Source: an optimization exercise on an open RTL-to-GDS flow (aim: small area, a short achievable clock period and few clock cycles per item). Production flows keep margins and buffers that such runs may drop. In this exercise RTL edits were held to simulation tests only and were not proved equivalent to the original. The flow treats the clock pin as an ideal source, which a real chip does not have. No activity file was given, so power comes from the tool's default toggle rates.

**flow/run.sh**
```bash
#!/bin/bash
# synth_recipe.tcl (not shown) runs the flow's synth.tcl, then flattens the netlist and writes it again
# the make line also repeats each setting of config.mk as NAME=value (left out here)
make -C /OpenROAD-flow-scripts/flow DESIGN_CONFIG=/design/flow/config.mk WORK_HOME=/design/flow/orfs CLKGATE_MAP_FILE= SYNTH_SCRIPT=/design/flow/synth_recipe.tcl finish
```
**flow/config.mk**
```make
export PLATFORM = sky130hd
export DESIGN_NAME = qpsk_mimo_modulator
export DESIGN_NICKNAME = qpsk_mimo_modulator
export VERILOG_FILES = /design/flow/design.v
export SDC_FILE = /design/flow/constraint.sdc
export NUM_CORES = 4
export LEC_CHECK = 0
export ABC_AREA = 1
export CAP_MARGIN = 50
export CORE_MARGIN = 2
export CORE_UTILIZATION = 60
export CTS_BUF_LIST = sky130_fd_sc_hd__clkbuf_16
export CTS_CLUSTER_DIAMETER = 100
export CTS_CLUSTER_SIZE = 25
export SETUP_SLACK_MARGIN = 5
export SLEW_MARGIN = 60
```
**flow/constraint.sdc**
```tcl
create_clock -name core_clock -period 12.0 [get_ports {i_clk}]
set_input_delay 2.4000 -clock core_clock [delete_from_list [all_inputs] [get_ports {i_clk}]]
set_output_delay 2.4000 -clock core_clock [all_outputs]
set_load 0.01 [all_outputs]
```
**flow/design.v**
```verilog
module qpsk_mimo_modulator #(
    parameter int R_W = 16,
    parameter int Y_W = 20
) (
    input  logic              i_clk,
    input  logic              i_reset_n,
    input  logic              i_r_load,
    input  logic [20*R_W-1:0] i_r,
    input  logic              i_bit_vld,
    input  logic              i_bit,
    output logic              o_bit_rdy,
    output logic              o_vld,
    input  logic              i_rdy,
    output logic [8*Y_W-1:0]  o_y_hat,
    output logic              o_busy
);
    logic [9:0][15:0] ra, rb;
    logic [2:0]       p;           
    logic [2:0]       cnt;         
    logic [6:0]       col;         
    logic [7:0]       x;           
    logic             xv;          
    logic             win;         
    logic             fin;         
    logic             vld;
    logic             rdy;
    logic             busy;
    logic             p0;          
    logic       p7, act, acc, acc8, wr_lo;
    logic [7:3] wr_d;
    logic       xv_n, win_n, vld_n;
    logic [2:0] p_n, cnt_n;
    assign p7    = (p == 3'd7);
    assign act   = (p0 & xv) | win;
    assign acc   = i_bit_vld & rdy;
    assign acc8  = acc & (cnt == 3'd7);
    assign wr_lo = win & (p == 3'd2) & ~vld;
    always_comb
        for (int d = 3; d < 8; d++) wr_d[d] = win & (p == 3'(d));
    assign p_n   = i_r_load ? 3'd0 : p + 3'd1;
    assign cnt_n = acc ? cnt + 3'd1 : cnt;
    assign xv_n  = acc8 | (xv & ~(win & p7));
    assign win_n = act & ~p7 & ~((p == 3'd2) & vld);
    assign vld_n = fin | (vld & ~i_rdy);
    assign o_bit_rdy = rdy;
    assign o_vld     = vld;
    assign o_busy    = busy;
    always_ff @(posedge i_clk or negedge i_reset_n) begin
        if (!i_reset_n) begin
            p    <= '0;
            p0   <= 1'b1;
            cnt  <= '0;
            xv   <= 1'b0;
            win  <= 1'b0;
            fin  <= 1'b0;
            vld  <= 1'b0;
            rdy  <= 1'b1;
            busy <= 1'b0;
        end else begin
            p    <= p_n;
            p0   <= (p_n == 3'd0);
            cnt  <= cnt_n;
            xv   <= xv_n;
            win  <= win_n;
            fin  <= win & p7;
            vld  <= vld_n;
            busy <= xv_n | (win & p7) | vld_n;
            rdy  <= (cnt_n != 3'd7) | ~xv_n | (win_n & (p_n == 3'd7));
        end
    end
    always_ff @(posedge i_clk)
        x <= acc8 ? ({i_bit, col} ^ {8{~p_n[0]}}) : ~x;
    always_ff @(posedge i_clk) begin
        if (i_r_load) begin
            for (int k = 0; k < 10; k++) begin
                ra[k] <= ~(i_r[32*k +: 16] ^ 16'h8000);
                rb[k] <= ~(i_r[32*k+16 +: 16] ^ 16'h8000);
            end
        end else begin
            for (int k = 0; k < 10; k++) begin
                ra[k] <= ~{ra[k][1:0], ra[k][15:2]};
                rb[k] <= ~{rb[k][1:0], rb[k][15:2]};
            end
        end
        if (acc) col <= {i_bit, col[6:1]};
    end
    logic [7:0] g0_u0, g0_u1, g0_ng, g0_si, g0_st, g0_co;
    logic [1:0] g0_dig, g0_dq1, g0_dq2;
    logic [3:0] g0_top;
    logic [19:0] g0_y;
    logic g0_t1, g0_t2, g0_t3, g0_t4, g0_t5, g0_t6, g0_t7, g0_t8, g0_t9, g0_t10, g0_t11, g0_t12, g0_t13, g0_t14, g0_t15, g0_t16, g0_t17, g0_t18, g0_t19, g0_t20, g0_t21, g0_t22, g0_t23, g0_t24, g0_t25, g0_t26, g0_t27, g0_t28, g0_t29, g0_t30, g0_t31, g0_t32;
    logic g0_p1, g0_p2, g0_p3, g0_p4, g0_p5, g0_p6, g0_p7, g0_p8, g0_p9, g0_p10, g0_p11, g0_p12, g0_p13, g0_p14, g0_p15, g0_p16;
    assign g0_u0[0] = ra[0][0] ^ x[0];
    assign g0_u1[0] = ra[0][1] ^ x[0];
    assign g0_ng[0] = ~(x[0]);
    assign g0_u0[1] = rb[0][0] ^ ~x[1];
    assign g0_u1[1] = rb[0][1] ^ ~x[1];
    assign g0_ng[1] = ~(~x[1]);
    assign g0_u0[2] = ra[1][0] ^ x[2];
    assign g0_u1[2] = ra[1][1] ^ x[2];
    assign g0_ng[2] = ~(x[2]);
    assign g0_u0[3] = rb[1][0] ^ ~x[3];
    assign g0_u1[3] = rb[1][1] ^ ~x[3];
    assign g0_ng[3] = ~(~x[3]);
    assign g0_u0[4] = ra[3][0] ^ x[4];
    assign g0_u1[4] = ra[3][1] ^ x[4];
    assign g0_ng[4] = ~(x[4]);
    assign g0_u0[5] = rb[3][0] ^ ~x[5];
    assign g0_u1[5] = rb[3][1] ^ ~x[5];
    assign g0_ng[5] = ~(~x[5]);
    assign g0_u0[6] = ra[6][0] ^ x[6];
    assign g0_u1[6] = ra[6][1] ^ x[6];
    assign g0_ng[6] = ~(x[6]);
    assign g0_u0[7] = rb[6][0] ^ ~x[7];
    assign g0_u1[7] = rb[6][1] ^ ~x[7];
    assign g0_ng[7] = ~(~x[7]);
    assign g0_si = p0 ? g0_ng : g0_st;
    assign g0_dig = {g0_t31, g0_t15};
    assign g0_co = {g0_t32, g0_t30, g0_t28, g0_t26, g0_t24, g0_t22, g0_t20, g0_t18};
    assign g0_top = {g0_p15, g0_p13, g0_p11, g0_p7};
    assign g0_t1 = g0_u0[0] ^ g0_u0[1] ^ g0_u0[2];
    assign g0_t2 = (g0_u0[0] & g0_u0[1]) | (g0_u0[0] & g0_u0[2]) | (g0_u0[1] & g0_u0[2]);
    assign g0_t3 = g0_u0[3] ^ g0_u0[4] ^ g0_u0[5];
    assign g0_t4 = (g0_u0[3] & g0_u0[4]) | (g0_u0[3] & g0_u0[5]) | (g0_u0[4] & g0_u0[5]);
    assign g0_t5 = g0_u0[6] ^ g0_u0[7] ^ g0_si[0];
    assign g0_t6 = (g0_u0[6] & g0_u0[7]) | (g0_u0[6] & g0_si[0]) | (g0_u0[7] & g0_si[0]);
    assign g0_t7 = g0_si[1] ^ g0_si[2] ^ g0_si[3];
    assign g0_t8 = (g0_si[1] & g0_si[2]) | (g0_si[1] & g0_si[3]) | (g0_si[2] & g0_si[3]);
    assign g0_t9 = g0_si[4] ^ g0_si[5] ^ g0_si[6];
    assign g0_t10 = (g0_si[4] & g0_si[5]) | (g0_si[4] & g0_si[6]) | (g0_si[5] & g0_si[6]);
    assign g0_t11 = g0_si[7] ^ g0_t1 ^ g0_t3;
    assign g0_t12 = (g0_si[7] & g0_t1) | (g0_si[7] & g0_t3) | (g0_t1 & g0_t3);
    assign g0_t13 = g0_t5 ^ g0_t7 ^ g0_t9;
    assign g0_t14 = (g0_t5 & g0_t7) | (g0_t5 & g0_t9) | (g0_t7 & g0_t9);
    assign g0_t15 = g0_t11 ^ g0_t13;
    assign g0_t16 = g0_t11 & g0_t13;
    assign g0_t17 = g0_u1[0] ^ g0_u1[1] ^ g0_u1[2];
    assign g0_t18 = (g0_u1[0] & g0_u1[1]) | (g0_u1[0] & g0_u1[2]) | (g0_u1[1] & g0_u1[2]);
    assign g0_t19 = g0_u1[3] ^ g0_u1[4] ^ g0_u1[5];
    assign g0_t20 = (g0_u1[3] & g0_u1[4]) | (g0_u1[3] & g0_u1[5]) | (g0_u1[4] & g0_u1[5]);
    assign g0_t21 = g0_u1[6] ^ g0_u1[7] ^ g0_t2;
    assign g0_t22 = (g0_u1[6] & g0_u1[7]) | (g0_u1[6] & g0_t2) | (g0_u1[7] & g0_t2);
    assign g0_t23 = g0_t4 ^ g0_t6 ^ g0_t8;
    assign g0_t24 = (g0_t4 & g0_t6) | (g0_t4 & g0_t8) | (g0_t6 & g0_t8);
    assign g0_t25 = g0_t10 ^ g0_t17 ^ g0_t19;
    assign g0_t26 = (g0_t10 & g0_t17) | (g0_t10 & g0_t19) | (g0_t17 & g0_t19);
    assign g0_t27 = g0_t12 ^ g0_t14 ^ g0_t21;
    assign g0_t28 = (g0_t12 & g0_t14) | (g0_t12 & g0_t21) | (g0_t14 & g0_t21);
    assign g0_t29 = g0_t23 ^ g0_t25 ^ g0_t16;
    assign g0_t30 = (g0_t23 & g0_t25) | (g0_t23 & g0_t16) | (g0_t25 & g0_t16);
    assign g0_t31 = g0_t27 ^ g0_t29;
    assign g0_t32 = g0_t27 & g0_t29;
    assign g0_p1 = g0_st[0] ^ g0_st[1] ^ g0_st[2];
    assign g0_p2 = (g0_st[0] & g0_st[1]) | (g0_st[0] & g0_st[2]) | (g0_st[1] & g0_st[2]);
    assign g0_p3 = g0_st[3] ^ g0_st[4] ^ g0_st[5];
    assign g0_p4 = (g0_st[3] & g0_st[4]) | (g0_st[3] & g0_st[5]) | (g0_st[4] & g0_st[5]);
    assign g0_p5 = g0_st[6] ^ g0_st[7] ^ g0_p1;
    assign g0_p6 = (g0_st[6] & g0_st[7]) | (g0_st[6] & g0_p1) | (g0_st[7] & g0_p1);
    assign g0_p7 = g0_p3 ^ g0_p5;
    assign g0_p8 = g0_p3 & g0_p5;
    assign g0_p9 = g0_p2 ^ g0_p4 ^ g0_p6;
    assign g0_p10 = (g0_p2 & g0_p4) | (g0_p2 & g0_p6) | (g0_p4 & g0_p6);
    assign g0_p11 = g0_p8 ^ g0_p9;
    assign g0_p12 = g0_p8 & g0_p9;
    assign g0_p13 = 1'b1 ^ g0_p10 ^ g0_p12;
    assign g0_p14 = (1'b1 & g0_p10) | (1'b1 & g0_p12) | (g0_p10 & g0_p12);
    assign g0_p15 = 1'b1 ^ g0_p14;
    assign g0_p16 = 1'b1 & g0_p14;
    always_ff @(posedge i_clk) begin
        g0_st  <= g0_co;
        g0_dq1 <= g0_dig;
        g0_dq2 <= g0_dq1;
        if (wr_lo) g0_y[5:0] <= {g0_dig, g0_dq1, g0_dq2};
        if (wr_d[3]) g0_y[7:6]   <= g0_dig;
        if (wr_d[4]) g0_y[9:8]   <= g0_dig;
        if (wr_d[5]) g0_y[11:10] <= g0_dig;
        if (wr_d[6]) g0_y[13:12] <= g0_dig;
        if (wr_d[7]) g0_y[15:14] <= g0_dig;
        if (fin) g0_y[19:16] <= g0_top;
    end
    assign o_y_hat[0 +: 20] = g0_y;
    logic [7:0] g1_u0, g1_u1, g1_ng, g1_si, g1_st, g1_co;
    logic [1:0] g1_dig, g1_dq1, g1_dq2;
    logic [3:0] g1_top;
    logic [19:0] g1_y;
    logic g1_t1, g1_t2, g1_t3, g1_t4, g1_t5, g1_t6, g1_t7, g1_t8, g1_t9, g1_t10, g1_t11, g1_t12, g1_t13, g1_t14, g1_t15, g1_t16, g1_t17, g1_t18, g1_t19, g1_t20, g1_t21, g1_t22, g1_t23, g1_t24, g1_t25, g1_t26, g1_t27, g1_t28, g1_t29, g1_t30, g1_t31, g1_t32;
    logic g1_p1, g1_p2, g1_p3, g1_p4, g1_p5, g1_p6, g1_p7, g1_p8, g1_p9, g1_p10, g1_p11, g1_p12, g1_p13, g1_p14, g1_p15, g1_p16;
    assign g1_u0[0] = rb[0][0] ^ x[0];
    assign g1_u1[0] = rb[0][1] ^ x[0];
    assign g1_ng[0] = ~(x[0]);
    assign g1_u0[1] = ra[0][0] ^ x[1];
    assign g1_u1[1] = ra[0][1] ^ x[1];
    assign g1_ng[1] = ~(x[1]);
    assign g1_u0[2] = rb[1][0] ^ x[2];
    assign g1_u1[2] = rb[1][1] ^ x[2];
    assign g1_ng[2] = ~(x[2]);
    assign g1_u0[3] = ra[1][0] ^ x[3];
    assign g1_u1[3] = ra[1][1] ^ x[3];
    assign g1_ng[3] = ~(x[3]);
    assign g1_u0[4] = rb[3][0] ^ x[4];
    assign g1_u1[4] = rb[3][1] ^ x[4];
    assign g1_ng[4] = ~(x[4]);
    assign g1_u0[5] = ra[3][0] ^ x[5];
    assign g1_u1[5] = ra[3][1] ^ x[5];
    assign g1_ng[5] = ~(x[5]);
    assign g1_u0[6] = rb[6][0] ^ x[6];
    assign g1_u1[6] = rb[6][1] ^ x[6];
    assign g1_ng[6] = ~(x[6]);
    assign g1_u0[7] = ra[6][0] ^ x[7];
    assign g1_u1[7] = ra[6][1] ^ x[7];
    assign g1_ng[7] = ~(x[7]);
    assign g1_si = p0 ? g1_ng : g1_st;
    assign g1_dig = {g1_t31, g1_t15};
    assign g1_co = {g1_t32, g1_t30, g1_t28, g1_t26, g1_t24, g1_t22, g1_t20, g1_t18};
    assign g1_top = {g1_p15, g1_p13, g1_p11, g1_p7};
    assign g1_t1 = g1_u0[0] ^ g1_u0[1] ^ g1_u0[2];
    assign g1_t2 = (g1_u0[0] & g1_u0[1]) | (g1_u0[0] & g1_u0[2]) | (g1_u0[1] & g1_u0[2]);
    assign g1_t3 = g1_u0[3] ^ g1_u0[4] ^ g1_u0[5];
    assign g1_t4 = (g1_u0[3] & g1_u0[4]) | (g1_u0[3] & g1_u0[5]) | (g1_u0[4] & g1_u0[5]);
    assign g1_t5 = g1_u0[6] ^ g1_u0[7] ^ g1_si[0];
    assign g1_t6 = (g1_u0[6] & g1_u0[7]) | (g1_u0[6] & g1_si[0]) | (g1_u0[7] & g1_si[0]);
    assign g1_t7 = g1_si[1] ^ g1_si[2] ^ g1_si[3];
    assign g1_t8 = (g1_si[1] & g1_si[2]) | (g1_si[1] & g1_si[3]) | (g1_si[2] & g1_si[3]);
    assign g1_t9 = g1_si[4] ^ g1_si[5] ^ g1_si[6];
    assign g1_t10 = (g1_si[4] & g1_si[5]) | (g1_si[4] & g1_si[6]) | (g1_si[5] & g1_si[6]);
    assign g1_t11 = g1_si[7] ^ g1_t1 ^ g1_t3;
    assign g1_t12 = (g1_si[7] & g1_t1) | (g1_si[7] & g1_t3) | (g1_t1 & g1_t3);
    assign g1_t13 = g1_t5 ^ g1_t7 ^ g1_t9;
    assign g1_t14 = (g1_t5 & g1_t7) | (g1_t5 & g1_t9) | (g1_t7 & g1_t9);
    assign g1_t15 = g1_t11 ^ g1_t13;
    assign g1_t16 = g1_t11 & g1_t13;
    assign g1_t17 = g1_u1[0] ^ g1_u1[1] ^ g1_u1[2];
    assign g1_t18 = (g1_u1[0] & g1_u1[1]) | (g1_u1[0] & g1_u1[2]) | (g1_u1[1] & g1_u1[2]);
    assign g1_t19 = g1_u1[3] ^ g1_u1[4] ^ g1_u1[5];
    assign g1_t20 = (g1_u1[3] & g1_u1[4]) | (g1_u1[3] & g1_u1[5]) | (g1_u1[4] & g1_u1[5]);
    assign g1_t21 = g1_u1[6] ^ g1_u1[7] ^ g1_t2;
    assign g1_t22 = (g1_u1[6] & g1_u1[7]) | (g1_u1[6] & g1_t2) | (g1_u1[7] & g1_t2);
    assign g1_t23 = g1_t4 ^ g1_t6 ^ g1_t8;
    assign g1_t24 = (g1_t4 & g1_t6) | (g1_t4 & g1_t8) | (g1_t6 & g1_t8);
    assign g1_t25 = g1_t10 ^ g1_t17 ^ g1_t19;
    assign g1_t26 = (g1_t10 & g1_t17) | (g1_t10 & g1_t19) | (g1_t17 & g1_t19);
    assign g1_t27 = g1_t12 ^ g1_t14 ^ g1_t21;
    assign g1_t28 = (g1_t12 & g1_t14) | (g1_t12 & g1_t21) | (g1_t14 & g1_t21);
    assign g1_t29 = g1_t23 ^ g1_t25 ^ g1_t16;
    assign g1_t30 = (g1_t23 & g1_t25) | (g1_t23 & g1_t16) | (g1_t25 & g1_t16);
    assign g1_t31 = g1_t27 ^ g1_t29;
    assign g1_t32 = g1_t27 & g1_t29;
    assign g1_p1 = g1_st[0] ^ g1_st[1] ^ g1_st[2];
    assign g1_p2 = (g1_st[0] & g1_st[1]) | (g1_st[0] & g1_st[2]) | (g1_st[1] & g1_st[2]);
    assign g1_p3 = g1_st[3] ^ g1_st[4] ^ g1_st[5];
    assign g1_p4 = (g1_st[3] & g1_st[4]) | (g1_st[3] & g1_st[5]) | (g1_st[4] & g1_st[5]);
    assign g1_p5 = g1_st[6] ^ g1_st[7] ^ g1_p1;
    assign g1_p6 = (g1_st[6] & g1_st[7]) | (g1_st[6] & g1_p1) | (g1_st[7] & g1_p1);
    assign g1_p7 = g1_p3 ^ g1_p5;
    assign g1_p8 = g1_p3 & g1_p5;
    assign g1_p9 = g1_p2 ^ g1_p4 ^ g1_p6;
    assign g1_p10 = (g1_p2 & g1_p4) | (g1_p2 & g1_p6) | (g1_p4 & g1_p6);
    assign g1_p11 = g1_p8 ^ g1_p9;
    assign g1_p12 = g1_p8 & g1_p9;
    assign g1_p13 = 1'b1 ^ g1_p10 ^ g1_p12;
    assign g1_p14 = (1'b1 & g1_p10) | (1'b1 & g1_p12) | (g1_p10 & g1_p12);
    assign g1_p15 = 1'b1 ^ g1_p14;
    assign g1_p16 = 1'b1 & g1_p14;
    always_ff @(posedge i_clk) begin
        g1_st  <= g1_co;
        g1_dq1 <= g1_dig;
        g1_dq2 <= g1_dq1;
        if (wr_lo) g1_y[5:0] <= {g1_dig, g1_dq1, g1_dq2};
        if (wr_d[3]) g1_y[7:6]   <= g1_dig;
        if (wr_d[4]) g1_y[9:8]   <= g1_dig;
        if (wr_d[5]) g1_y[11:10] <= g1_dig;
        if (wr_d[6]) g1_y[13:12] <= g1_dig;
        if (wr_d[7]) g1_y[15:14] <= g1_dig;
        if (fin) g1_y[19:16] <= g1_top;
    end
    assign o_y_hat[20 +: 20] = g1_y;
    logic [5:0] g2_u0, g2_u1, g2_ng, g2_si, g2_st, g2_co;
    logic [1:0] g2_dig, g2_dq1, g2_dq2;
    logic [3:0] g2_top;
    logic [19:0] g2_y;
    logic g2_t1, g2_t2, g2_t3, g2_t4, g2_t5, g2_t6, g2_t7, g2_t8, g2_t9, g2_t10, g2_t11, g2_t12, g2_t13, g2_t14, g2_t15, g2_t16, g2_t17, g2_t18, g2_t19, g2_t20, g2_t21, g2_t22, g2_t23, g2_t24;
    logic g2_p1, g2_p2, g2_p3, g2_p4, g2_p5, g2_p6, g2_p7, g2_p8, g2_p9, g2_p10, g2_p11, g2_p12;
    assign g2_u0[0] = ra[2][0] ^ x[2];
    assign g2_u1[0] = ra[2][1] ^ x[2];
    assign g2_ng[0] = ~(x[2]);
    assign g2_u0[1] = rb[2][0] ^ ~x[3];
    assign g2_u1[1] = rb[2][1] ^ ~x[3];
    assign g2_ng[1] = ~(~x[3]);
    assign g2_u0[2] = ra[4][0] ^ x[4];
    assign g2_u1[2] = ra[4][1] ^ x[4];
    assign g2_ng[2] = ~(x[4]);
    assign g2_u0[3] = rb[4][0] ^ ~x[5];
    assign g2_u1[3] = rb[4][1] ^ ~x[5];
    assign g2_ng[3] = ~(~x[5]);
    assign g2_u0[4] = ra[7][0] ^ x[6];
    assign g2_u1[4] = ra[7][1] ^ x[6];
    assign g2_ng[4] = ~(x[6]);
    assign g2_u0[5] = rb[7][0] ^ ~x[7];
    assign g2_u1[5] = rb[7][1] ^ ~x[7];
    assign g2_ng[5] = ~(~x[7]);
    assign g2_si = p0 ? g2_ng : g2_st;
    assign g2_dig = {g2_t23, g2_t11};
    assign g2_co = {g2_t24, g2_t22, g2_t20, g2_t18, g2_t16, g2_t14};
    assign g2_top = {g2_p11, g2_p9, g2_p7, g2_p5};
    assign g2_t1 = g2_u0[0] ^ g2_u0[1] ^ g2_u0[2];
    assign g2_t2 = (g2_u0[0] & g2_u0[1]) | (g2_u0[0] & g2_u0[2]) | (g2_u0[1] & g2_u0[2]);
    assign g2_t3 = g2_u0[3] ^ g2_u0[4] ^ g2_u0[5];
    assign g2_t4 = (g2_u0[3] & g2_u0[4]) | (g2_u0[3] & g2_u0[5]) | (g2_u0[4] & g2_u0[5]);
    assign g2_t5 = g2_si[0] ^ g2_si[1] ^ g2_si[2];
    assign g2_t6 = (g2_si[0] & g2_si[1]) | (g2_si[0] & g2_si[2]) | (g2_si[1] & g2_si[2]);
    assign g2_t7 = g2_si[3] ^ g2_si[4] ^ g2_si[5];
    assign g2_t8 = (g2_si[3] & g2_si[4]) | (g2_si[3] & g2_si[5]) | (g2_si[4] & g2_si[5]);
    assign g2_t9 = g2_t1 ^ g2_t3 ^ g2_t5;
    assign g2_t10 = (g2_t1 & g2_t3) | (g2_t1 & g2_t5) | (g2_t3 & g2_t5);
    assign g2_t11 = g2_t7 ^ g2_t9;
    assign g2_t12 = g2_t7 & g2_t9;
    assign g2_t13 = g2_u1[0] ^ g2_u1[1] ^ g2_u1[2];
    assign g2_t14 = (g2_u1[0] & g2_u1[1]) | (g2_u1[0] & g2_u1[2]) | (g2_u1[1] & g2_u1[2]);
    assign g2_t15 = g2_u1[3] ^ g2_u1[4] ^ g2_u1[5];
    assign g2_t16 = (g2_u1[3] & g2_u1[4]) | (g2_u1[3] & g2_u1[5]) | (g2_u1[4] & g2_u1[5]);
    assign g2_t17 = g2_t2 ^ g2_t4 ^ g2_t6;
    assign g2_t18 = (g2_t2 & g2_t4) | (g2_t2 & g2_t6) | (g2_t4 & g2_t6);
    assign g2_t19 = g2_t8 ^ g2_t13 ^ g2_t15;
    assign g2_t20 = (g2_t8 & g2_t13) | (g2_t8 & g2_t15) | (g2_t13 & g2_t15);
    assign g2_t21 = g2_t10 ^ g2_t17 ^ g2_t19;
    assign g2_t22 = (g2_t10 & g2_t17) | (g2_t10 & g2_t19) | (g2_t17 & g2_t19);
    assign g2_t23 = g2_t12 ^ g2_t21;
    assign g2_t24 = g2_t12 & g2_t21;
    assign g2_p1 = g2_st[0] ^ g2_st[1] ^ g2_st[2];
    assign g2_p2 = (g2_st[0] & g2_st[1]) | (g2_st[0] & g2_st[2]) | (g2_st[1] & g2_st[2]);
    assign g2_p3 = g2_st[3] ^ g2_st[4] ^ g2_st[5];
    assign g2_p4 = (g2_st[3] & g2_st[4]) | (g2_st[3] & g2_st[5]) | (g2_st[4] & g2_st[5]);
    assign g2_p5 = 1'b1 ^ g2_p1 ^ g2_p3;
    assign g2_p6 = (1'b1 & g2_p1) | (1'b1 & g2_p3) | (g2_p1 & g2_p3);
    assign g2_p7 = g2_p2 ^ g2_p4 ^ g2_p6;
    assign g2_p8 = (g2_p2 & g2_p4) | (g2_p2 & g2_p6) | (g2_p4 & g2_p6);
    assign g2_p9 = 1'b1 ^ g2_p8;
    assign g2_p10 = 1'b1 & g2_p8;
    assign g2_p11 = 1'b1 ^ g2_p10;
    assign g2_p12 = 1'b1 & g2_p10;
    always_ff @(posedge i_clk) begin
        g2_st  <= g2_co;
        g2_dq1 <= g2_dig;
        g2_dq2 <= g2_dq1;
        if (wr_lo) g2_y[5:0] <= {g2_dig, g2_dq1, g2_dq2};
        if (wr_d[3]) g2_y[7:6]   <= g2_dig;
        if (wr_d[4]) g2_y[9:8]   <= g2_dig;
        if (wr_d[5]) g2_y[11:10] <= g2_dig;
        if (wr_d[6]) g2_y[13:12] <= g2_dig;
        if (wr_d[7]) g2_y[15:14] <= g2_dig;
        if (fin) g2_y[19:16] <= g2_top;
    end
    assign o_y_hat[40 +: 20] = g2_y;
    logic [5:0] g3_u0, g3_u1, g3_ng, g3_si, g3_st, g3_co;
    logic [1:0] g3_dig, g3_dq1, g3_dq2;
    logic [3:0] g3_top;
    logic [19:0] g3_y;
    logic g3_t1, g3_t2, g3_t3, g3_t4, g3_t5, g3_t6, g3_t7, g3_t8, g3_t9, g3_t10, g3_t11, g3_t12, g3_t13, g3_t14, g3_t15, g3_t16, g3_t17, g3_t18, g3_t19, g3_t20, g3_t21, g3_t22, g3_t23, g3_t24;
    logic g3_p1, g3_p2, g3_p3, g3_p4, g3_p5, g3_p6, g3_p7, g3_p8, g3_p9, g3_p10, g3_p11, g3_p12;
    assign g3_u0[0] = rb[2][0] ^ x[2];
    assign g3_u1[0] = rb[2][1] ^ x[2];
    assign g3_ng[0] = ~(x[2]);
    assign g3_u0[1] = ra[2][0] ^ x[3];
    assign g3_u1[1] = ra[2][1] ^ x[3];
    assign g3_ng[1] = ~(x[3]);
    assign g3_u0[2] = rb[4][0] ^ x[4];
    assign g3_u1[2] = rb[4][1] ^ x[4];
    assign g3_ng[2] = ~(x[4]);
    assign g3_u0[3] = ra[4][0] ^ x[5];
    assign g3_u1[3] = ra[4][1] ^ x[5];
    assign g3_ng[3] = ~(x[5]);
    assign g3_u0[4] = rb[7][0] ^ x[6];
    assign g3_u1[4] = rb[7][1] ^ x[6];
    assign g3_ng[4] = ~(x[6]);
    assign g3_u0[5] = ra[7][0] ^ x[7];
    assign g3_u1[5] = ra[7][1] ^ x[7];
    assign g3_ng[5] = ~(x[7]);
    assign g3_si = p0 ? g3_ng : g3_st;
    assign g3_dig = {g3_t23, g3_t11};
    assign g3_co = {g3_t24, g3_t22, g3_t20, g3_t18, g3_t16, g3_t14};
    assign g3_top = {g3_p11, g3_p9, g3_p7, g3_p5};
    assign g3_t1 = g3_u0[0] ^ g3_u0[1] ^ g3_u0[2];
    assign g3_t2 = (g3_u0[0] & g3_u0[1]) | (g3_u0[0] & g3_u0[2]) | (g3_u0[1] & g3_u0[2]);
    assign g3_t3 = g3_u0[3] ^ g3_u0[4] ^ g3_u0[5];
    assign g3_t4 = (g3_u0[3] & g3_u0[4]) | (g3_u0[3] & g3_u0[5]) | (g3_u0[4] & g3_u0[5]);
    assign g3_t5 = g3_si[0] ^ g3_si[1] ^ g3_si[2];
    assign g3_t6 = (g3_si[0] & g3_si[1]) | (g3_si[0] & g3_si[2]) | (g3_si[1] & g3_si[2]);
    assign g3_t7 = g3_si[3] ^ g3_si[4] ^ g3_si[5];
    assign g3_t8 = (g3_si[3] & g3_si[4]) | (g3_si[3] & g3_si[5]) | (g3_si[4] & g3_si[5]);
    assign g3_t9 = g3_t1 ^ g3_t3 ^ g3_t5;
    assign g3_t10 = (g3_t1 & g3_t3) | (g3_t1 & g3_t5) | (g3_t3 & g3_t5);
    assign g3_t11 = g3_t7 ^ g3_t9;
    assign g3_t12 = g3_t7 & g3_t9;
    assign g3_t13 = g3_u1[0] ^ g3_u1[1] ^ g3_u1[2];
    assign g3_t14 = (g3_u1[0] & g3_u1[1]) | (g3_u1[0] & g3_u1[2]) | (g3_u1[1] & g3_u1[2]);
    assign g3_t15 = g3_u1[3] ^ g3_u1[4] ^ g3_u1[5];
    assign g3_t16 = (g3_u1[3] & g3_u1[4]) | (g3_u1[3] & g3_u1[5]) | (g3_u1[4] & g3_u1[5]);
    assign g3_t17 = g3_t2 ^ g3_t4 ^ g3_t6;
    assign g3_t18 = (g3_t2 & g3_t4) | (g3_t2 & g3_t6) | (g3_t4 & g3_t6);
    assign g3_t19 = g3_t8 ^ g3_t13 ^ g3_t15;
    assign g3_t20 = (g3_t8 & g3_t13) | (g3_t8 & g3_t15) | (g3_t13 & g3_t15);
    assign g3_t21 = g3_t10 ^ g3_t17 ^ g3_t19;
    assign g3_t22 = (g3_t10 & g3_t17) | (g3_t10 & g3_t19) | (g3_t17 & g3_t19);
    assign g3_t23 = g3_t12 ^ g3_t21;
    assign g3_t24 = g3_t12 & g3_t21;
    assign g3_p1 = g3_st[0] ^ g3_st[1] ^ g3_st[2];
    assign g3_p2 = (g3_st[0] & g3_st[1]) | (g3_st[0] & g3_st[2]) | (g3_st[1] & g3_st[2]);
    assign g3_p3 = g3_st[3] ^ g3_st[4] ^ g3_st[5];
    assign g3_p4 = (g3_st[3] & g3_st[4]) | (g3_st[3] & g3_st[5]) | (g3_st[4] & g3_st[5]);
    assign g3_p5 = 1'b1 ^ g3_p1 ^ g3_p3;
    assign g3_p6 = (1'b1 & g3_p1) | (1'b1 & g3_p3) | (g3_p1 & g3_p3);
    assign g3_p7 = g3_p2 ^ g3_p4 ^ g3_p6;
    assign g3_p8 = (g3_p2 & g3_p4) | (g3_p2 & g3_p6) | (g3_p4 & g3_p6);
    assign g3_p9 = 1'b1 ^ g3_p8;
    assign g3_p10 = 1'b1 & g3_p8;
    assign g3_p11 = 1'b1 ^ g3_p10;
    assign g3_p12 = 1'b1 & g3_p10;
    always_ff @(posedge i_clk) begin
        g3_st  <= g3_co;
        g3_dq1 <= g3_dig;
        g3_dq2 <= g3_dq1;
        if (wr_lo) g3_y[5:0] <= {g3_dig, g3_dq1, g3_dq2};
        if (wr_d[3]) g3_y[7:6]   <= g3_dig;
        if (wr_d[4]) g3_y[9:8]   <= g3_dig;
        if (wr_d[5]) g3_y[11:10] <= g3_dig;
        if (wr_d[6]) g3_y[13:12] <= g3_dig;
        if (wr_d[7]) g3_y[15:14] <= g3_dig;
        if (fin) g3_y[19:16] <= g3_top;
    end
    assign o_y_hat[60 +: 20] = g3_y;
    logic [3:0] g4_u0, g4_u1, g4_ng, g4_si, g4_st, g4_co;
    logic [1:0] g4_dig, g4_dq1, g4_dq2;
    logic [3:0] g4_top;
    logic [19:0] g4_y;
    logic g4_t1, g4_t2, g4_t3, g4_t4, g4_t5, g4_t6, g4_t7, g4_t8, g4_t9, g4_t10, g4_t11, g4_t12, g4_t13, g4_t14, g4_t15, g4_t16;
    logic g4_p1, g4_p2, g4_p3, g4_p4, g4_p5, g4_p6, g4_p7, g4_p8, g4_p9, g4_p10;
    assign g4_u0[0] = ra[5][0] ^ x[4];
    assign g4_u1[0] = ra[5][1] ^ x[4];
    assign g4_ng[0] = ~(x[4]);
    assign g4_u0[1] = rb[5][0] ^ ~x[5];
    assign g4_u1[1] = rb[5][1] ^ ~x[5];
    assign g4_ng[1] = ~(~x[5]);
    assign g4_u0[2] = ra[8][0] ^ x[6];
    assign g4_u1[2] = ra[8][1] ^ x[6];
    assign g4_ng[2] = ~(x[6]);
    assign g4_u0[3] = rb[8][0] ^ ~x[7];
    assign g4_u1[3] = rb[8][1] ^ ~x[7];
    assign g4_ng[3] = ~(~x[7]);
    assign g4_si = p0 ? g4_ng : g4_st;
    assign g4_dig = {g4_t15, g4_t7};
    assign g4_co = {g4_t16, g4_t14, g4_t12, g4_t10};
    assign g4_top = {g4_p9, g4_p7, g4_p5, g4_p3};
    assign g4_t1 = g4_u0[0] ^ g4_u0[1] ^ g4_u0[2];
    assign g4_t2 = (g4_u0[0] & g4_u0[1]) | (g4_u0[0] & g4_u0[2]) | (g4_u0[1] & g4_u0[2]);
    assign g4_t3 = g4_u0[3] ^ g4_si[0] ^ g4_si[1];
    assign g4_t4 = (g4_u0[3] & g4_si[0]) | (g4_u0[3] & g4_si[1]) | (g4_si[0] & g4_si[1]);
    assign g4_t5 = g4_si[2] ^ g4_si[3] ^ g4_t1;
    assign g4_t6 = (g4_si[2] & g4_si[3]) | (g4_si[2] & g4_t1) | (g4_si[3] & g4_t1);
    assign g4_t7 = g4_t3 ^ g4_t5;
    assign g4_t8 = g4_t3 & g4_t5;
    assign g4_t9 = g4_u1[0] ^ g4_u1[1] ^ g4_u1[2];
    assign g4_t10 = (g4_u1[0] & g4_u1[1]) | (g4_u1[0] & g4_u1[2]) | (g4_u1[1] & g4_u1[2]);
    assign g4_t11 = g4_u1[3] ^ g4_t2 ^ g4_t4;
    assign g4_t12 = (g4_u1[3] & g4_t2) | (g4_u1[3] & g4_t4) | (g4_t2 & g4_t4);
    assign g4_t13 = g4_t9 ^ g4_t6 ^ g4_t11;
    assign g4_t14 = (g4_t9 & g4_t6) | (g4_t9 & g4_t11) | (g4_t6 & g4_t11);
    assign g4_t15 = g4_t8 ^ g4_t13;
    assign g4_t16 = g4_t8 & g4_t13;
    assign g4_p1 = g4_st[0] ^ g4_st[1] ^ g4_st[2];
    assign g4_p2 = (g4_st[0] & g4_st[1]) | (g4_st[0] & g4_st[2]) | (g4_st[1] & g4_st[2]);
    assign g4_p3 = g4_st[3] ^ g4_p1;
    assign g4_p4 = g4_st[3] & g4_p1;
    assign g4_p5 = 1'b1 ^ g4_p2 ^ g4_p4;
    assign g4_p6 = (1'b1 & g4_p2) | (1'b1 & g4_p4) | (g4_p2 & g4_p4);
    assign g4_p7 = 1'b1 ^ g4_p6;
    assign g4_p8 = 1'b1 & g4_p6;
    assign g4_p9 = 1'b1 ^ g4_p8;
    assign g4_p10 = 1'b1 & g4_p8;
    always_ff @(posedge i_clk) begin
        g4_st  <= g4_co;
        g4_dq1 <= g4_dig;
        g4_dq2 <= g4_dq1;
        if (wr_lo) g4_y[5:0] <= {g4_dig, g4_dq1, g4_dq2};
        if (wr_d[3]) g4_y[7:6]   <= g4_dig;
        if (wr_d[4]) g4_y[9:8]   <= g4_dig;
        if (wr_d[5]) g4_y[11:10] <= g4_dig;
        if (wr_d[6]) g4_y[13:12] <= g4_dig;
        if (wr_d[7]) g4_y[15:14] <= g4_dig;
        if (fin) g4_y[19:16] <= g4_top;
    end
    assign o_y_hat[80 +: 20] = g4_y;
    logic [3:0] g5_u0, g5_u1, g5_ng, g5_si, g5_st, g5_co;
    logic [1:0] g5_dig, g5_dq1, g5_dq2;
    logic [3:0] g5_top;
    logic [19:0] g5_y;
    logic g5_t1, g5_t2, g5_t3, g5_t4, g5_t5, g5_t6, g5_t7, g5_t8, g5_t9, g5_t10, g5_t11, g5_t12, g5_t13, g5_t14, g5_t15, g5_t16;
    logic g5_p1, g5_p2, g5_p3, g5_p4, g5_p5, g5_p6, g5_p7, g5_p8, g5_p9, g5_p10;
    assign g5_u0[0] = rb[5][0] ^ x[4];
    assign g5_u1[0] = rb[5][1] ^ x[4];
    assign g5_ng[0] = ~(x[4]);
    assign g5_u0[1] = ra[5][0] ^ x[5];
    assign g5_u1[1] = ra[5][1] ^ x[5];
    assign g5_ng[1] = ~(x[5]);
    assign g5_u0[2] = rb[8][0] ^ x[6];
    assign g5_u1[2] = rb[8][1] ^ x[6];
    assign g5_ng[2] = ~(x[6]);
    assign g5_u0[3] = ra[8][0] ^ x[7];
    assign g5_u1[3] = ra[8][1] ^ x[7];
    assign g5_ng[3] = ~(x[7]);
    assign g5_si = p0 ? g5_ng : g5_st;
    assign g5_dig = {g5_t15, g5_t7};
    assign g5_co = {g5_t16, g5_t14, g5_t12, g5_t10};
    assign g5_top = {g5_p9, g5_p7, g5_p5, g5_p3};
    assign g5_t1 = g5_u0[0] ^ g5_u0[1] ^ g5_u0[2];
    assign g5_t2 = (g5_u0[0] & g5_u0[1]) | (g5_u0[0] & g5_u0[2]) | (g5_u0[1] & g5_u0[2]);
    assign g5_t3 = g5_u0[3] ^ g5_si[0] ^ g5_si[1];
    assign g5_t4 = (g5_u0[3] & g5_si[0]) | (g5_u0[3] & g5_si[1]) | (g5_si[0] & g5_si[1]);
    assign g5_t5 = g5_si[2] ^ g5_si[3] ^ g5_t1;
    assign g5_t6 = (g5_si[2] & g5_si[3]) | (g5_si[2] & g5_t1) | (g5_si[3] & g5_t1);
    assign g5_t7 = g5_t3 ^ g5_t5;
    assign g5_t8 = g5_t3 & g5_t5;
    assign g5_t9 = g5_u1[0] ^ g5_u1[1] ^ g5_u1[2];
    assign g5_t10 = (g5_u1[0] & g5_u1[1]) | (g5_u1[0] & g5_u1[2]) | (g5_u1[1] & g5_u1[2]);
    assign g5_t11 = g5_u1[3] ^ g5_t2 ^ g5_t4;
    assign g5_t12 = (g5_u1[3] & g5_t2) | (g5_u1[3] & g5_t4) | (g5_t2 & g5_t4);
    assign g5_t13 = g5_t9 ^ g5_t6 ^ g5_t11;
    assign g5_t14 = (g5_t9 & g5_t6) | (g5_t9 & g5_t11) | (g5_t6 & g5_t11);
    assign g5_t15 = g5_t8 ^ g5_t13;
    assign g5_t16 = g5_t8 & g5_t13;
    assign g5_p1 = g5_st[0] ^ g5_st[1] ^ g5_st[2];
    assign g5_p2 = (g5_st[0] & g5_st[1]) | (g5_st[0] & g5_st[2]) | (g5_st[1] & g5_st[2]);
    assign g5_p3 = g5_st[3] ^ g5_p1;
    assign g5_p4 = g5_st[3] & g5_p1;
    assign g5_p5 = 1'b1 ^ g5_p2 ^ g5_p4;
    assign g5_p6 = (1'b1 & g5_p2) | (1'b1 & g5_p4) | (g5_p2 & g5_p4);
    assign g5_p7 = 1'b1 ^ g5_p6;
    assign g5_p8 = 1'b1 & g5_p6;
    assign g5_p9 = 1'b1 ^ g5_p8;
    assign g5_p10 = 1'b1 & g5_p8;
    always_ff @(posedge i_clk) begin
        g5_st  <= g5_co;
        g5_dq1 <= g5_dig;
        g5_dq2 <= g5_dq1;
        if (wr_lo) g5_y[5:0] <= {g5_dig, g5_dq1, g5_dq2};
        if (wr_d[3]) g5_y[7:6]   <= g5_dig;
        if (wr_d[4]) g5_y[9:8]   <= g5_dig;
        if (wr_d[5]) g5_y[11:10] <= g5_dig;
        if (wr_d[6]) g5_y[13:12] <= g5_dig;
        if (wr_d[7]) g5_y[15:14] <= g5_dig;
        if (fin) g5_y[19:16] <= g5_top;
    end
    assign o_y_hat[100 +: 20] = g5_y;
    logic [1:0] g6_u0, g6_u1, g6_ng, g6_si, g6_st, g6_co;
    logic [1:0] g6_dig, g6_dq1, g6_dq2;
    logic [3:0] g6_top;
    logic [19:0] g6_y;
    logic g6_t1, g6_t2, g6_t3, g6_t4, g6_t5, g6_t6, g6_t7, g6_t8;
    logic g6_p1, g6_p2, g6_p3, g6_p4, g6_p5, g6_p6, g6_p7, g6_p8;
    assign g6_u0[0] = ra[9][0] ^ x[6];
    assign g6_u1[0] = ra[9][1] ^ x[6];
    assign g6_ng[0] = ~(x[6]);
    assign g6_u0[1] = rb[9][0] ^ ~x[7];
    assign g6_u1[1] = rb[9][1] ^ ~x[7];
    assign g6_ng[1] = ~(~x[7]);
    assign g6_si = p0 ? g6_ng : g6_st;
    assign g6_dig = {g6_t7, g6_t3};
    assign g6_co = {g6_t8, g6_t6};
    assign g6_top = {g6_p7, g6_p5, g6_p3, g6_p1};
    assign g6_t1 = g6_u0[0] ^ g6_u0[1] ^ g6_si[0];
    assign g6_t2 = (g6_u0[0] & g6_u0[1]) | (g6_u0[0] & g6_si[0]) | (g6_u0[1] & g6_si[0]);
    assign g6_t3 = g6_si[1] ^ g6_t1;
    assign g6_t4 = g6_si[1] & g6_t1;
    assign g6_t5 = g6_u1[0] ^ g6_u1[1] ^ g6_t2;
    assign g6_t6 = (g6_u1[0] & g6_u1[1]) | (g6_u1[0] & g6_t2) | (g6_u1[1] & g6_t2);
    assign g6_t7 = g6_t4 ^ g6_t5;
    assign g6_t8 = g6_t4 & g6_t5;
    assign g6_p1 = g6_st[0] ^ g6_st[1] ^ 1'b1;
    assign g6_p2 = (g6_st[0] & g6_st[1]) | (g6_st[0] & 1'b1) | (g6_st[1] & 1'b1);
    assign g6_p3 = 1'b1 ^ g6_p2;
    assign g6_p4 = 1'b1 & g6_p2;
    assign g6_p5 = 1'b1 ^ g6_p4;
    assign g6_p6 = 1'b1 & g6_p4;
    assign g6_p7 = 1'b1 ^ g6_p6;
    assign g6_p8 = 1'b1 & g6_p6;
    always_ff @(posedge i_clk) begin
        g6_st  <= g6_co;
        g6_dq1 <= g6_dig;
        g6_dq2 <= g6_dq1;
        if (wr_lo) g6_y[5:0] <= {g6_dig, g6_dq1, g6_dq2};
        if (wr_d[3]) g6_y[7:6]   <= g6_dig;
        if (wr_d[4]) g6_y[9:8]   <= g6_dig;
        if (wr_d[5]) g6_y[11:10] <= g6_dig;
        if (wr_d[6]) g6_y[13:12] <= g6_dig;
        if (wr_d[7]) g6_y[15:14] <= g6_dig;
        if (fin) g6_y[19:16] <= g6_top;
    end
    assign o_y_hat[120 +: 20] = g6_y;
    logic [1:0] g7_u0, g7_u1, g7_ng, g7_si, g7_st, g7_co;
    logic [1:0] g7_dig, g7_dq1, g7_dq2;
    logic [3:0] g7_top;
    logic [19:0] g7_y;
    logic g7_t1, g7_t2, g7_t3, g7_t4, g7_t5, g7_t6, g7_t7, g7_t8;
    logic g7_p1, g7_p2, g7_p3, g7_p4, g7_p5, g7_p6, g7_p7, g7_p8;
    assign g7_u0[0] = rb[9][0] ^ x[6];
    assign g7_u1[0] = rb[9][1] ^ x[6];
    assign g7_ng[0] = ~(x[6]);
    assign g7_u0[1] = ra[9][0] ^ x[7];
    assign g7_u1[1] = ra[9][1] ^ x[7];
    assign g7_ng[1] = ~(x[7]);
    assign g7_si = p0 ? g7_ng : g7_st;
    assign g7_dig = {g7_t7, g7_t3};
    assign g7_co = {g7_t8, g7_t6};
    assign g7_top = {g7_p7, g7_p5, g7_p3, g7_p1};
    assign g7_t1 = g7_u0[0] ^ g7_u0[1] ^ g7_si[0];
    assign g7_t2 = (g7_u0[0] & g7_u0[1]) | (g7_u0[0] & g7_si[0]) | (g7_u0[1] & g7_si[0]);
    assign g7_t3 = g7_si[1] ^ g7_t1;
    assign g7_t4 = g7_si[1] & g7_t1;
    assign g7_t5 = g7_u1[0] ^ g7_u1[1] ^ g7_t2;
    assign g7_t6 = (g7_u1[0] & g7_u1[1]) | (g7_u1[0] & g7_t2) | (g7_u1[1] & g7_t2);
    assign g7_t7 = g7_t4 ^ g7_t5;
    assign g7_t8 = g7_t4 & g7_t5;
    assign g7_p1 = g7_st[0] ^ g7_st[1] ^ 1'b1;
    assign g7_p2 = (g7_st[0] & g7_st[1]) | (g7_st[0] & 1'b1) | (g7_st[1] & 1'b1);
    assign g7_p3 = 1'b1 ^ g7_p2;
    assign g7_p4 = 1'b1 & g7_p2;
    assign g7_p5 = 1'b1 ^ g7_p4;
    assign g7_p6 = 1'b1 & g7_p4;
    assign g7_p7 = 1'b1 ^ g7_p6;
    assign g7_p8 = 1'b1 & g7_p6;
    always_ff @(posedge i_clk) begin
        g7_st  <= g7_co;
        g7_dq1 <= g7_dig;
        g7_dq2 <= g7_dq1;
        if (wr_lo) g7_y[5:0] <= {g7_dig, g7_dq1, g7_dq2};
        if (wr_d[3]) g7_y[7:6]   <= g7_dig;
        if (wr_d[4]) g7_y[9:8]   <= g7_dig;
        if (wr_d[5]) g7_y[11:10] <= g7_dig;
        if (wr_d[6]) g7_y[13:12] <= g7_dig;
        if (wr_d[7]) g7_y[15:14] <= g7_dig;
        if (fin) g7_y[19:16] <= g7_top;
    end
    assign o_y_hat[140 +: 20] = g7_y;
endmodule
```
==> impl_metrics.toml, run 1 <==
[outcome]
status = "no timing/DRC/antenna violations"

[setup_path]
cpLargestDelayFamily = "flip-flops"
cp.arrival_ps = 1750
reg2reg_depth = 8
path_class = "flop to output pin"
path_cells = "clkdlybuf4s50_1"
crit_path_start_kind = "flop"
worst_setup_path_end_kind = "output pin"
crit_slowest_cell = "dfstp_2"
rr_startpoint = "p0$_DFF_PN1_"
r2r-end = "g0_y[7]$_DFFE_PP_"
critPathBufInv = 1
ff2ff_setup_slack_ps = 8110
cp_max_fo = 6
max_stage_delay_ps = 620
timing.critical_path.required_ps = 9600

[floorplanning]
die-area_sq_um = 36400
die_w_um = 191
rows = 68
ios = 489
coreArea_sq_um = 34500
initial_core_util_pct = 60.8
die_h_um = 191

[sta]
max_slew_margin_pct = 63.7
drv_slew = 0
period_minus_slack_ps = 4150
hold_viol = 0
hold_slack_ps = 353
tightest_slew_ps = 543
min_period_over_period_pct = 34.6
fin_tns_setup_ps = 0
rsz0062_at_grt = "no"
fin_skew_ps = 14.6
fmax_mhz = 241
setup_viol = 0

[logic_synthesis]
syn_inst = 1428
synth_cell_types = 32
syn_nets = 1872
avgSynthCellArea_sq_um = 14.7
yosys_warnings = 1
ys_seq_area_share_pct = 62.6
synth_area_sq_um = 20900
synth_seq_cells = 572

[detailed_routing]
drtAntennaViolNets = 0
route.vias.total = 11700
firstDrtPassIters = 4
vias_per_cell = 4.95
drt-total-wl_um = 44900
routedWlPerCell_um = 19.0
drcViolationCount = 0
drtIter0Drc = 483

[pwr]
p_leak_nw = 11.3
clkPwrFrac_pct = 12.1
p_per_area_nw_per_um2 = 301
intPower_mw = 5.07
vdd_drop_max_v = 0.000377
swShare_pct = 36.6
combPwrFrac_pct = 44.0
p_switching_mw = 2.92
p_seq_share_pct = 43.9

[place]
port_buffers = 488
gp_congestion = 0.865
dpl.hpwl_um = 35000

[grt]
grtUsageMet2_pct = 43.2
grt_max_degree = 64
grt_util_met1_pct = 30.2
grt_pass1_wl_um = 67500
grt.overflow.total = 0
grt.busiest_layer = "met2"
grt_pass1_vias = 12000
grt_use_total_pct = 24.6
grt_use_met3_pct = 6.72
antenna_found_initial = 10

[clock_network]
cts-root-buf = "clkbuf_16"
clock_sinks = 572
numCtsBuffers = 26
htreeDepth = 1
post-cts-setup-buffer-count = 0
cts_resized = 0
clk_pin_slew_ps = 100
cts_tree = "done"
clock_latency_ps = 560
clock_path_buffers = 3
cts_hold_buffers = 0

[hold_path]
whs_endpoint = "g1_dq2[1]$_DFF_P_"
hp-start = "g1_dq1[1]$_DFF_P_"
hold_path_class = "flop to flop"
whs_path_depth = 0

[final_layout]
layout_commonest_cell = "clkdlybuf4s50_1"
fill_cells = 2313
mostFrequentLayoutCells = "486 x clkdlybuf4s50_1, 395 x dfxtp_1, 300 x mux2i_1, 159 x edfxtp_1, 140 x inv_1"
area_growth_pct = 27.1
fin_nets = 2336
drive_gt1_share_pct = 3.15

[run]
timing.max_cap.violations = 0
## logic make-up (layout without fill, tap and decap cells)
kind of cell,count (synthesis),in the layout,synth area share [%]
xor+xnor,88,88,3.68
simple gates,94,94,1.92
fa+ha+maj,118,118,9.92
flops,572,572,62.6
mux,300,300,14.3
other cells,0,7,0
buf+inv,196,671,6.07
compound gates,60,60,1.45
## flip-flops by register name (all words and copies together) (netlist names), 4 cells and up
register,flops
g7_y,18
g2_y,19
g4_y,19
ra,160
g3_y,19
g1_y,20
g0_y,20
rb,160
g2_st,6
g5_y,19
g3_st,6
g4_st,4
col,7
g5_st,4
g1_st,8
g0_st,8
g6_y,18
x,8
## worst register-to-register path, stage by stage, from the launching register on
cell     delay (ps)
dfstp_4         850
inv_1           310
a21oi_1         290
fa_1            460
fa_1            520
inv_1            50
ha_1            220
fa_1            490
ha_1            420
## power groups by stage
stage / registers [mW] / logic (mW) / clock network [mW]
after floorplan: 3.47 / 2.09 / 0
after global placement: 3.54 / 3.35 / 0
after detailed placement: 3.55 / 3.53 / 0
after CTS: 3.51 / 3.55 / 0.988
after global routing: 3.55 / 4.03 / 1.06
final: 3.51 / 3.52 / 0.964
## how the worst max path moves through the flow
stage | start | to | depth (start not counted)
after global placement | i_r_load | x[0]$_DFF_P_ | 6
after global routing | rdy$_DFF_PN1_ | o_bit_rdy | 1
after detailed placement | i_r_load | rb[10]$_DFF_P_ | 6
final | rdy$_DFF_PN1_ | o_bit_rdy | 1
after CTS | rdy$_DFF_PN1_ | o_bit_rdy | 1
after floorplan | p[0]$_DFF_PN0_ | g0_y[0]$_DFFE_PP_ | 4
## routing by layer
| layer | vias to the layer above | routed length, um |
|---|---|---|
| li1 | 5644 | - |
| met1 | 5610 | 17900 |
| met2 | 388 | 22300 |
| met3 | 61 | 3680 |
| met4 | 8 | 933 |
| met5 | - | 54 |
## per-stage QoR
stage	power [mW]	utilization (%)	cells	area (sq um)	setup WS [ps]
2_1_floorplan	5.56	-	1428	20900	6080
3_3_place_gp	6.89	74.5	2313	25700	7340
3_5_place_dp	7.08	75.0	2318	25800	7670
4_1_cts	8.05	77.1	2357	26600	7820
5_1_grt	8.64	77.2	2363	26600	7810
6_report	8.00	77.2	2365	26600	7850
## synthesized netlist by cell type
cell type  instances  share of area [%]
nand4_1            1              0.030
or2_0              2              0.060
fa_1              80                7.6
nor3_1             1              0.024
o21ai_1            2              0.048
inv_2              1              0.018
xnor2_1           40                1.7
nor4_1             1              0.030
buf_2              6               0.14
a21oi_1           11               0.26
and2_1             1              0.030
or2_2              3              0.090
edfxtp_1         159                 23
nor2_1             7               0.13
buf_4             19               0.68
inv_1            131                2.3
ha_1              38                2.3
o21ai_0           46                1.1
nand3_2            1              0.048
buf_6              1              0.054
nor2_8             1              0.096
buf_8              8               0.57
buf_12            22                2.1
dfxtp_1          400                 38
mux2i_1          300                 14
o21a_1             1              0.036
dfrtp_1           11                1.3
xor2_1            48                2.0
clkbuf_1           8               0.14
nand2_1           71                1.3
nand3_1            5               0.12
dfstp_2            2               0.25
## final cells by class
class	count	area (sq um)	share of cell area, %
Sequential cell	572	13100	49.3
Multi-Input combinational cell	660	6570	24.7
Timing Repair Buffer	500	5100	19.2
Clock buffer	27	676	2.54
Tap cell	455	569	2.14
Inverter	132	495	1.86
Clock inverter	12	46.3	0.174
Antenna cell	7	17.5	0.0658
Testbench counts, summed over its fixed seeds: cycles 4,448, items 512.
==> run 2, diff against run 1 <==
==> flow/flow/run.sh (new file) <==
#!/bin/bash
# Standard ORFS layout (the standard.sh) with these changes to how it is built:
#  - ports are buffered with buf_1 cells instead of the resizer's default pick
#  - timing repair aims for 8.7 ns of setup slack beyond the SDC's (the SDC is unchanged)
#  - after CTS, the clock tree's branch level is removed (flow/post_cts.tcl): the root
#    buffer drives the leaf buffers directly; all registers stay two buffers from the port
export BUFFER_PORTS_ARGS="-buffer_cell sky130_fd_sc_hd__buf_1"
export SETUP_SLACK_MARGIN=8.7
export POST_CTS_TCL=$PWD/flow/post_cts.tcl
bash standard.sh > standard.log 2>&1
==> flow/flow/post_cts.tcl (new file) <==
# Make the clock tree one level shallower: the root clock buffer drives the leaf buffers
# directly instead of through the H-tree's branch buffers. Every register still gets its
# clock through exactly two buffers (root, leaf), so the tree stays balanced.
set block [ord::get_db_block]
set root [$block findInst clkbuf_0_i_clk]
if { $root == "NULL" } { error "no root clock buffer" }
set root_net [[$root findITerm X] getNet]
set moved 0
foreach inst [$block getInsts] {
  set name [$inst getName]
  if { ![string match "clkbuf_1_*_i_clk" $name] } { continue }
  set in_net [[$inst findITerm A] getNet]
  if { [$in_net getName] ne [$root_net getName] } { continue }
  set out_net [[$inst findITerm X] getNet]
  foreach it [$out_net getITerms] {
    if { [$it getInst] eq $inst } { continue }
    $it disconnect
    $it connect $root_net
    incr moved
  }
  [$inst findITerm A] disconnect
  [$inst findITerm X] disconnect
  odb::dbInst_destroy $inst
  odb::dbNet_destroy $out_net
  puts "flatten_clock: removed $name"
}
puts "flatten_clock: moved $moved leaf buffers onto [$root_net getName]"
estimate_parasitics -placement
report_clock_min_period
==> flow/standard.sh (new file) <==
#!/bin/bash
# synth_recipe.tcl (not shown) runs the flow's synth.tcl, then flattens the netlist and writes it again
# the make line also repeats each setting of config.mk as NAME=value (left out here)
make -C /OpenROAD-flow-scripts/flow DESIGN_CONFIG=/design/flow/config.mk WORK_HOME=/design/flow/orfs CLKGATE_MAP_FILE= SYNTH_SCRIPT=/design/flow/synth_recipe.tcl "${@:-finish}"
--- a/flow/config.mk
+++ b/flow/config.mk
@@ -5,12 +5,10 @@
 export SDC_FILE = /design/flow/constraint.sdc
 export NUM_CORES = 4
 export LEC_CHECK = 0
-export ABC_AREA = 1
 export CAP_MARGIN = 50
 export CORE_MARGIN = 2
 export CORE_UTILIZATION = 60
 export CTS_BUF_LIST = sky130_fd_sc_hd__clkbuf_16
 export CTS_CLUSTER_DIAMETER = 100
 export CTS_CLUSTER_SIZE = 25
-export SETUP_SLACK_MARGIN = 5
 export SLEW_MARGIN = 60
removed: flow/run.sh
==> impl_metrics.toml, run 2 <==
[detailed_routing]
routedWlPerCell_um = 18.8
firstDrtPassIters = 5
route.vias.total = 11600
drtIter0Drc = 513
drt-total-wl_um = 43700
drcViolationCount = 0
vias_per_cell = 4.96
drtAntennaViolNets = 0

[logic_synthesis]
ys_seq_area_share_pct = 63.4
synth_cell_types = 39
synth_common_cells = "400 x dfxtp_1, 314 x mux2i_1, 159 x edfxtp_1, 114 x inv_1, 80 x fa_1"
synth.top_cell.area_share_pct = 38.7
avgSynthCellArea_sq_um = 15.0
synth.area.top_cells = "dfxtp_1 39%, edfxtp_1 23%, mux2i_1 15%"
syn_nets = 1824
synth.largest_area_cell = "dfxtp_1"
yosys_warnings = 1
ys.flop_type = "dfxtp_1"
synth.most_common_cell = "dfxtp_1"
syn_inst = 1380
synth_seq_cells = 572
synth_area_sq_um = 20700
synth_edf_count = 159
async_flop_share_pct = 2.27

[pwr]
p_leak_nw = 10.5
p_per_area_nw_per_um2 = 347
p_total_mw = 8.40
vdd_drop_max_v = 0.000636

[setup_path]
max_stage_delay_ps = 550
cp.arrival_ps = 1250
crit_path_start_kind = "flop"
critPathBufInv = 1
cp_max_fo = 2
crit_slowest_cell = "dfstp_2"
path_class = "flop to output pin"
timing.critical_path.required_ps = 9600
worst_setup_path_end_kind = "output pin"
cpLargestDelayFamily = "flip-flops"
rr_startpoint = "p0$_DFF_PN1_"
ff2ff_setup_slack_ps = 8610
reg2reg_depth = 10
r2r-end = "g1_y[9]$_DFFE_PP_"
path_cells = "buf_6"

[final_layout]
top_regs = "ra (160), rb (160)"
mostFrequentLayoutCells = "395 x dfxtp_1, 360 x buf_1, 311 x mux2i_1, 159 x edfxtp_1, 124 x inv_1"
design_area_sq_um = 24200
fill_cells = 2515
ff_latch_area_sq_um = 13100
drive_gt1_share_pct = 12.3
multi_input_area_sq_um = 6810
layout_commonest_cell = "dfxtp_1"
area_growth_pct = 16.9
fin_nets = 2301
finalCoreUtilization_pct = 70.5

[sta]
drv_slew = 0
setup_viol = 0
fin_ws_ps = 8350
fmax_mhz = 274
min_period_over_period_pct = 30.4
hold_viol = 0
tightest_slew_ps = 506
fin_tns_setup_ps = 0
rsz0062_at_grt = "yes"
period_minus_slack_ps = 3650
fin_skew_ps = 23.9
max_slew_margin_pct = 66.3

[grt]
antenna_found_initial = 5
grt_pass1_vias = 11500
grt_use_total_pct = 24.8
grt.overflow.total = 0
grt_max_degree = 49
grt_pass1_wl_um = 65400

[floorplanning]
ios = 489
die_h_um = 190
die_w_um = 190
die-area_sq_um = 36000
coreArea_sq_um = 34300
rows = 68
initial_core_util_pct = 60.3

[place]
pre_cts_ws_ps = 7800
dpl.hpwl_um = 32600
place_area_sq_um = 22800
gp_congestion = 0.829
port_buffers = 488

[run]
timing.max_cap.violations = 0

[hold_path]
whs_endpoint = "g0_dq2[1]$_DFF_P_"
hp-start = "g0_dq1[1]$_DFF_P_"
hold_path_class = "flop to flop"
whs_path_depth = 0

[clock_network]
clock_sinks = 572
clock_latency_ps = 590
cts_tree = "done"
clk_pin_slew_ps = 100

[outcome]
status = "no timing/DRC/antenna violations"
-- run 2: changes by cell type after synthesis, sizes merged, moves of 5 or more --
cell    delta
inv       -17
mux2i     +14
nand3      -5
o21ai     -12
nand2     -47
or2        -5
xor2       +8
nand2b     +5
xnor2      -7
a21boi     +5
-- run 2: worst max-delay path by stage --
stage | end | slack, ps | cells after the start | from
after floorplan | g1_y[11]$_DFFE_PP_ | 8710 | 11 | p0$_DFF_PN1_
after global placement | rb[139]$_DFF_P_ | 7270 | 4 | i_r_load
after detailed placement | rb[151]$_DFF_P_ | 7800 | 5 | i_r_load
after global routing | o_bit_rdy | 8290 | 1 | rdy$_DFF_PN1_
final | o_bit_rdy | 8350 | 1 | rdy$_DFF_PN1_
-- run 2: cell type report --
type / instances / area share, %
sequential: 572 / 54.3
multi-input combinational: 629 / 28.2
timing repair buffer: 514 / 10.4
clock buffer: 25 / 2.59
tap: 455 / 2.35
inverter: 115 / 1.84
clock inverter: 15 / 0.238
antenna: 6 / 0.0621
timing repair inverter: 1 / 0.0466
-- run 2: per-stage QoR --
step	std cells	hold WS, ps
finish	2332	353
global placement	2265	330
global route	2328	357
floorplan	1380	327
detailed placement	2268	333
-- run 2: worst reg2reg max path, stage by stage, from the launching register on --
cell and delay (ps):
dfstp_4 680, buf_12 150, inv_12 60, mux2i_2 160, fa_1 580, inv_2 50
fa_1 500, inv_1 40, ha_2 160, fa_1 520, ha_4 240
-- run 2: logic make-up (layout without fill, tap and decap cells) --
kind of cell | after synthesis | after routing | share of synthesized area (%)
flops | 572 | 572 | 63.4
mux | 316 | 316 | 15.3
buf+inv | 179 | 670 | 4.69
fa+ha+maj | 118 | 118 | 10.0
xor+xnor | 89 | 89 | 3.77
compound gates | 60 | 60 | 1.68
simple gates | 46 | 46 | 1.16
other cells | 0 | 6 | 0
-- run 2: metal layers --
layer  GRT usage (%)  up-vias  part of all wire, %
met3            7.49       51                  7.4
met2            41.0      406                   48
li1                -     5575                    -
met1            31.1     5535                   42
met5               0        -                0.048
met4            8.83        4                  2.1
-- run 2: where the power goes --
| group | switching [mW] | internal (mW) |
|---|---|---|
| combinational | 2.28 | 1.69 |
| sequential | 0.209 | 3.29 |
| clock | 0.558 | 0.373 |
| total | 3.05 | 5.34 |
==> run 3, diff against run 2 <==
==> flow/flow/run.sh (replaced) <==
#!/bin/bash
# Standard ORFS layout (the standard.sh) with these changes to how it is built:
#  - ports are buffered with buf_1 cells instead of the resizer's default pick
#  - timing repair aims for 8.4 ns of setup slack beyond the SDC's (the SDC is unchanged)
#  - after CTS, the clock tree's branch level is removed (flow/post_cts.tcl): the root
#    buffer drives the leaf buffers directly; all registers stay two buffers from the port
export BUFFER_PORTS_ARGS="-buffer_cell sky130_fd_sc_hd__buf_1"
export SETUP_SLACK_MARGIN=8.4
export POST_CTS_TCL=$PWD/flow/post_cts.tcl
bash standard.sh > standard.log 2>&1
==> impl_metrics.toml, run 3 <==
[setup_path]
worst_setup_path_end_kind = "output pin"
path_class = "flop to output pin"
crit_cells = 1
critPathBufInv = 1
path_cells = "buf_6"
rr_startpoint = "p0$_DFF_PN1_"
cp.arrival_ps = 1240
cp_max_fo = 2
ff2ff_setup_slack_ps = 8490
cpLargestDelayFamily = "flip-flops"
r2r-end = "g1_y[13]$_DFFE_PP_"
max_stage_delay_ps = 550
crit_slowest_cell = "dfstp_2"
reg2reg_depth = 9
timing.critical_path.required_ps = 9600
crit_path_start_kind = "flop"

[outcome]
status = "no timing/DRC/antenna violations"

[logic_synthesis]
ys_seq_area_share_pct = 63.4
synth.most_common_cell = "dfxtp_1"
synth.largest_area_cell = "dfxtp_1"
synth_cell_types = 39
synth_seq_cells = 572
synth_area_sq_um = 20700
syn_nets = 1824
synth_common_cells = "400 x dfxtp_1, 314 x mux2i_1, 159 x edfxtp_1, 114 x inv_1, 80 x fa_1"
synth.top_cell.area_share_pct = 38.7
synth_edf_count = 159
yosys_warnings = 1
syn_inst = 1380
avgSynthCellArea_sq_um = 15.0
async_flop_share_pct = 2.27
synth.area.top_cells = "dfxtp_1 39%, edfxtp_1 23%, mux2i_1 15%"
ys.flop_type = "dfxtp_1"

[floorplanning]
die-area_sq_um = 36000
die_h_um = 190
rows = 68
die_w_um = 190
ios = 489
initial_core_util_pct = 60.3
coreArea_sq_um = 34300

[hold_path]
whs_path_depth = 0
whs_endpoint = "g4_dq2[1]$_DFF_P_"
hold_path_class = "flop to flop"
hp-start = "g4_dq1[1]$_DFF_P_"

[place]
port_buffers = 488
gp_congestion = 0.808
place_area_sq_um = 22800
dp.cells = 2268
dpl.hpwl_um = 32500

[final_layout]
area_growth_pct = 14.9
multi_input_area_sq_um = 6660
top_regs = "ra (160), rb (160)"
fill_cells = 2594
final_cells = 2322
drive_gt1_share_pct = 4.83
mostFrequentLayoutCells = "467 x buf_1, 397 x dfxtp_1, 314 x mux2i_1, 159 x edfxtp_1, 128 x inv_1"
design_area_sq_um = 23800
fin_nets = 2293
layout_commonest_cell = "buf_1"
ff_latch_area_sq_um = 13100

[detailed_routing]
drtIter0Drc = 540
drt-total-wl_um = 42800
vias_per_cell = 4.91
route.vias.total = 11400
routedWlPerCell_um = 18.4
firstDrtPassIters = 4
drtAntennaViolNets = 0
drcViolationCount = 0

[grt]
grt_pass1_vias = 11400
grt_max_degree = 58
grt_use_total_pct = 24.2
antenna_found_initial = 4
grt.overflow.total = 0
grt_pass1_wl_um = 64100

[sta]
fin_tns_setup_ps = 0
fin_skew_ps = 15.1
tightest_slew_ps = 545
min_period_over_period_pct = 30.3
fmax_mhz = 275
rsz0062_at_grt = "yes"
max_slew_margin_pct = 63.6
period_minus_slack_ps = 3640
setup_viol = 0
drv_slew = 0
hold_viol = 0

[clock_network]
cts_tree = "done"
clock_sinks = 572
clk_pin_slew_ps = 100
clock_latency_ps = 580

[pwr]
p_leak_nw = 10.1
vdd_drop_max_v = 0.000541
p_per_area_nw_per_um2 = 328

[run]
timing.max_cap.violations = 0
==> run 3: cell types whose count changed in the layout (fill, tap and decap cells not counted), moves of 4 or more <==
cell / delta
buf_1: +107
clkbuf_2: -85
buf_2: -20
ha_1: +6
ha_4: -5
buf_6: -4
inv_1: +4
o21ai_0: +4
==> run 3: kinds of logic after synthesis <==
kind of cell,after synthesis,synth area share [%]
AO/OA/AOI/OAI,60,1.68
XOR/XNOR,89,3.77
adder cells (fa/ha/maj),118,10.0
buffers and inverters,179,4.69
flip-flops,572,63.4
multiplexers,316,15.3
AND/OR/NAND/NOR,46,1.16
==> run 3: worst max path at each step <==
stage | start | to | slack (ps)
after global routing | g2_y[18]$_DFFE_PP_ | o_y_hat[59] | 8300
after detailed placement | i_r_load | ra[150]$_DFF_P_ | 7510
after global placement | i_r_load | rb[128]$_DFF_P_ | 7000
final | rdy$_DFF_PN1_ | o_bit_rdy | 8360
after floorplan | p0$_DFF_PN1_ | g0_y[11]$_DFFE_PP_ | 8500
==> run 3: where the power goes <==
group | leakage, nW | internal [mW] | switching (mW)
Combinational | 4.75 | 1.30 | 2.08
Sequential | 4.97 | 3.29 | 0.204
Clock | 0.392 | 0.374 | 0.553
==> run 3: cell type report <==
type | instances | share of cell area (%)
sequential | 572 | 55.2
multi-input combinational | 629 | 28.0
timing repair buffer | 507 | 9.65
clock buffer | 25 | 2.63
tap | 455 | 2.39
inverter | 115 | 1.84
clock inverter | 16 | 0.258
antenna | 3 | 0.0316
==> run 3: routing by layer <==
layer	GRT usage (%)	wire length (um)	up-vias
met2	40.8	20800	373
met4	6.59	499	4
met5	0	32	-
li1	-	-	5561
met3	8.15	3440	31
met1	30.1	18100	5422
==> run 3: metrics by stage <==
step           utilization (%)  total power, mW  hold slack, ps  setup slack [ps]
2_1_floorplan                -             5.56             327              8500
5_1_grt                   69.3             8.49             362              8300
3_3_place_gp              66.0             6.69             328              7000
6_report                  69.4             7.80             352              8360
3_5_place_dp              66.4             6.80             334              7510

Setup slack of run 3, layout unchanged: 8.365 ns with ideal ports, 8.313 ns with driving cells assumed (clock clkbuf_16, inputs buf_2), 7.901 ns with port delays also shifted by the 0.626 ns mid clock arrival.
